This is an optimization exercise on Yosys and OpenROAD, whose aim is small area and a short achievable clock period, not a production implementation. RTL that was checked went through simulation tests only; none was proved equivalent to the original. Power is estimated from default activity; no workload was simulated.

// BackEnd
module BackEnd (
    input  wire logic         Clock,
    input  wire logic         rst,
    input  wire logic [144:0] Issue,
    input  wire logic         IssueValid,
    output wire logic [37:0]  WriteBack
);
clock: 5.0 ns
lec_check: 0
abc_clock_period_in_ps: 2500
cap_margin: 20
core_margin: 2
core_utilization: 40
place_density: 0.6
setup_slack_margin: 2.5
slew_margin: 20
synth_memory_max_bits: 16384
run.sh (not shown) runs the stock make flow with config.mk's settings and CLKGATE_MAP_FILE= SYNTH_SCRIPT=/design/flow/synth_recipe.tcl, a recipe that flattens the netlist after the stock synthesis.
The baseline finished with timing, DRC and antenna clean.
Rerun with:
SETUP_SLACK_MARGIN = 1.5   (was 2.5)
The changed run completed without violations.
Flip-flop and latch count is unchanged.
Setup slack degrades by 510 ps.
Die area is unchanged.
Rerun with:
ABC_CLOCK_PERIOD_IN_PS = not set   (was 2500)
CORE_UTILIZATION = 22   (was 40)
PLACE_DENSITY = 0.35   (was 0.6)
SETUP_SLACK_MARGIN = not set   (was 1.5)
What happened: Global-route usage fell by 11 points. Clock skew increases by 76 ps. Utilization went down by 20 points. Maximum frequency goes down by 12%. Sequential share of layout area falls by 2.2 points. Die area climbs by about 80%. Power goes up by 5.2%. Wire length came out higher by about 20%. Via count fell by 1.6%. Non-clock buffer count rises by 85.
Function was not checked in any run of this note: the RTL went through the layout flow alone.

========
Another version of the RTL of BackEnd (not shown whole).
For scale: roughly 7,700 cells after synthesis, roughly 190 I/O pins, about 92,000 um^2 of cells after synthesis.
Settings: LEC_CHECK=0, ABC_AREA=1, CAP_MARGIN=20, CORE_MARGIN=2, CORE_UTILIZATION=40, CTS_CLUSTER_DIAMETER=70, CTS_CLUSTER_SIZE=25, PLACE_DENSITY=0.6, SETUP_SLACK_MARGIN=2.5, SLEW_MARGIN=20, SYNTH_MEMORY_MAX_BITS=16384; clock period 5.0 ns.
standard.sh (not shown) runs the stock make flow with config.mk's settings and CLKGATE_MAP_FILE= SYNTH_SCRIPT=/design/flow/synth_recipe.tcl, a recipe that flattens the netlist after the stock synthesis.
==> flow/flow/run.sh <==
#!/bin/bash
# Own layout flow: the standard synthesis unchanged, then the standard
# ORFS steps with a few resizer and clock-tree settings changed:
#  - the resizer may swap a cell for any cell of the same function, not only
#    one with the same footprint (so port buffers and delay cells can become
#    plain buffers of the right size);
#  - ports are buffered with buf_2 instead of the default choice;
#  - clock-tree sink clusters of up to 20 sinks within 50 um, each driven
#    by a clkbuf_8, no dummy loads.
# Each step's full output goes to a log file in this folder.
set -euo pipefail
bash standard.sh synth > synth.log 2>&1
bash standard.sh \
  MATCH_CELL_FOOTPRINT=0 \
  "BUFFER_PORTS_ARGS=-buffer_cell sky130_fd_sc_hd__buf_2" \
  "CTS_ARGS=-sink_clustering_enable -repair_clock_nets -sink_clustering_size 20 -sink_clustering_max_diameter 50 -sink_clustering_buffer sky130_fd_sc_hd__clkbuf_8 -dont_use_dummy_load" \
  finish > layout.log 2>&1
Next try:
==> flow/flow/run.sh (replaced) <==
#!/bin/bash
# Own layout flow: the standard synthesis unchanged, then the standard
# ORFS steps with a few resizer and clock-tree settings changed:
#  - the resizer may swap a cell for any cell of the same function, not only
#    one with the same footprint (so port buffers and delay cells can become
#    plain buffers of the right size);
#  - ports are buffered with buf_4 instead of the default choice;
#  - clock-tree sink clusters of up to 25 sinks within 70 um, no dummy loads.
# Each step's full output goes to a log file in this folder.
set -euo pipefail
bash standard.sh synth > synth.log 2>&1
bash standard.sh \
  MATCH_CELL_FOOTPRINT=0 \
  "BUFFER_PORTS_ARGS=-buffer_cell sky130_fd_sc_hd__buf_4" \
  "CTS_ARGS=-sink_clustering_enable -repair_clock_nets -sink_clustering_size 25 -sink_clustering_max_diameter 70 -dont_use_dummy_load" \
  finish > layout.log 2>&1
PLACE_DENSITY = 0.75   (was 0.6)
Count of clock-buffer cells in the layout shrinks by 86.
Synthesized area is unchanged.
Final area grows slightly.
Critical path depth shrinks by 2.
Next try:
PLACE_DENSITY = 0.6   (was 0.75)
Outcome:
- sequential power hardly moves
- total power increases by about 1.5%
- clock power increases by about 5%
- setup slack gets better by 0.22 ns
- final cell count is about the same
- global-route usage increases by 2.3 points
- wire length increases by about 5.4%
Next try:
SETUP_SLACK_MARGIN = 2.2   (was 2.5)
Area after synthesis stays the same.
Die area is unchanged.
Count of clock-buffer cells in the layout went down by 5.
Worst setup slack gets worse by 0.14 ns.

========
## run A
BackEnd, a different RTL version from the one above (not shown whole).
Size: about 8100 cells after synthesis, about 2200 flip-flops, ~190 I/O pins.
Settings: LEC_CHECK=0, ABC_AREA=1, CAP_MARGIN=20, CORE_MARGIN=2, CORE_UTILIZATION=45, CTS_CLUSTER_DIAMETER=70, CTS_CLUSTER_SIZE=25, PLACE_DENSITY=0.6, SETUP_SLACK_MARGIN=2.5, SLEW_MARGIN=20, SYNTH_MEMORY_MAX_BITS=16384; clock period 5.0 ns.
==> flow/flow/run.sh <==
#!/bin/bash
# Own layout flow: the standard synthesis unchanged, then the standard
# ORFS steps with a few resizer and clock-tree settings changed:
#  - the resizer may swap a cell for any cell of the same function, not only
#    one with the same footprint (so port buffers and delay cells can become
#    plain buffers of the right size);
#  - ports are buffered with buf_4 instead of the default choice;
#  - clock-tree sink clusters of up to 25 sinks within 70 um, no dummy loads.
# Each step's full output goes to a log file in this folder.
set -euo pipefail
bash standard.sh synth > synth.log 2>&1
bash standard.sh \
  MATCH_CELL_FOOTPRINT=0 \
  "BUFFER_PORTS_ARGS=-buffer_cell sky130_fd_sc_hd__buf_4" \
  "CTS_ARGS=-sink_clustering_enable -repair_clock_nets -sink_clustering_size 25 -sink_clustering_max_diameter 70 -dont_use_dummy_load" \
  finish > layout.log 2>&1
Run A finished every step from synthesis to the final layout, and the layout passed the timing, design-rule and antenna checks.
diff inputs: run A => run B
- a change of PLACE_DENSITY from 0.6 to 0.65
--- outcome ---
[compare] base=run A new=run B: area used by sequential logic in the layout held, remaining max-slew budget at the tightest pin went up 0.89 points, final critical path time including I/O delays and setup went down 70 ps, number of cells traversed by the worst hold path went up 1, internal power contribution held.
Global-route wire length before repair, run B vs run A: down slightly
A termination of the worst setup path of wData[0] is what run B shows, while wData[3] belongs to run A.
Proportion of synthesized flip-flops having asynchronous set or reset: run B vs run A — no meaningful difference
Against run A, reg2reg setup slack in run B came out better.
Going from run A to run B, worst-case reg-to-reg path depth climbed 3; clock buffer instance count of the final layout rose 2.
--- input diff run B..run C ---
- a change of CORE_UTILIZATION from 45 to 40
- a change of PLACE_DENSITY from 0.65 to 0.6
==> results.txt <==
- Compared run B against run C; global-route wire length before repair within noise.
- Re final weighted congestion of routability-driven global placement: run B was lower than run C.
- Comparing run B and run C, the higher worst hold slack is on run C.
[inputs] run D vs run C
- PLACE_DENSITY: 0.6 -> 0.7
- CORE_UTILIZATION: 40 -> 50
### Flow results
Timing, DRC, antenna: 0 failures across run C and run D. Run C vs run D, destination of the critical timing path: wData[8] vs wData[5]. Run C → run D: fraction of final layout cells with drive strength greater than 1 fell 2.4 points, global-route usage rose 5.8 points, hold slack increased by 15 ps relative to the old numbers, leakage power shrank by 2.4%. Sequential share of layout area ended up 1.8 points higher on run D than on run C. Run D against run C: cell count shows a reduction of 762; number of levels in the clock H-tree shows a reduction of 1. Route | run D vs run C | wire shorter in run D. Delta(share of the clock period used by the worst path after layout, run D - run C) > 0.

## separate check: timing with driven ports
No port has a modelled driver above. Below, the same layouts with a new extraction and two added sets of constraints.
Step 1: set_driving_cell puts a clkbuf_16 on Clock and a buf_2 on each other input, an assumption about the parent block.
Step 2 moves the port delays by t, midway between the first and last clock arrival at a register: inputs arrive t later, outputs are due t later. That takes back most of the time a late clock gives input paths.
Slacks: ideal ports / drivers / drivers and shift; pairs: ideal ports / drivers.
run	shift t [ns]	slack for setup (ns)	hold slack, ns	worst setup path after step 2	worst data-port slew with drivers (ns)
the first run of note 1	0.989	1.772 / 1.772 / 0.981	0.326 / 0.326 / 0.326	input to register	0.19
the second run of note 1	0.968	1.267 / 1.267 / 0.518	0.330 / 0.330 / 0.330	input to register	0.07
the third run of note 1	1.018	0.745 / 0.745 / -0.014	0.324 / 0.324 / 0.324	input to register	0.08
the first run of note 2	0.903	2.190 / 2.190 / 1.371	0.327 / 0.249 / 0.327	input to register	0.18
the second run of note 2	0.889	1.976 / 1.976 / 1.209	0.323 / 0.267 / 0.323	input to register	0.31
the third run of note 2	0.897	2.200 / 2.200 / 1.423	0.323 / 0.306 / 0.323	input to register	0.23
the fourth run of note 2	0.874	2.059 / 2.059 / 1.295	0.325 / 0.308 / 0.325	input to register	0.24
run A	0.892	2.249 / 2.165 / 1.273	0.319 / 0.253 / 0.319	input to register	0.34
run B	0.920	2.319 / 2.265 / 1.345	0.305 / 0.225 / 0.328	input to register	0.21
run C	0.903	2.274 / 2.274 / 1.376	0.309 / 0.231 / 0.325	input to register	0.27
run D	0.901	2.201 / 2.201 / 1.522	0.324 / 0.265 / 0.324	input to register	0.25
Met with ideal ports but missed after step 2: setup timing in the third run of note 1. For run A, which loses most, drivers alone change the setup slack by -0.084 ns; drivers and shift together by -0.976 ns.
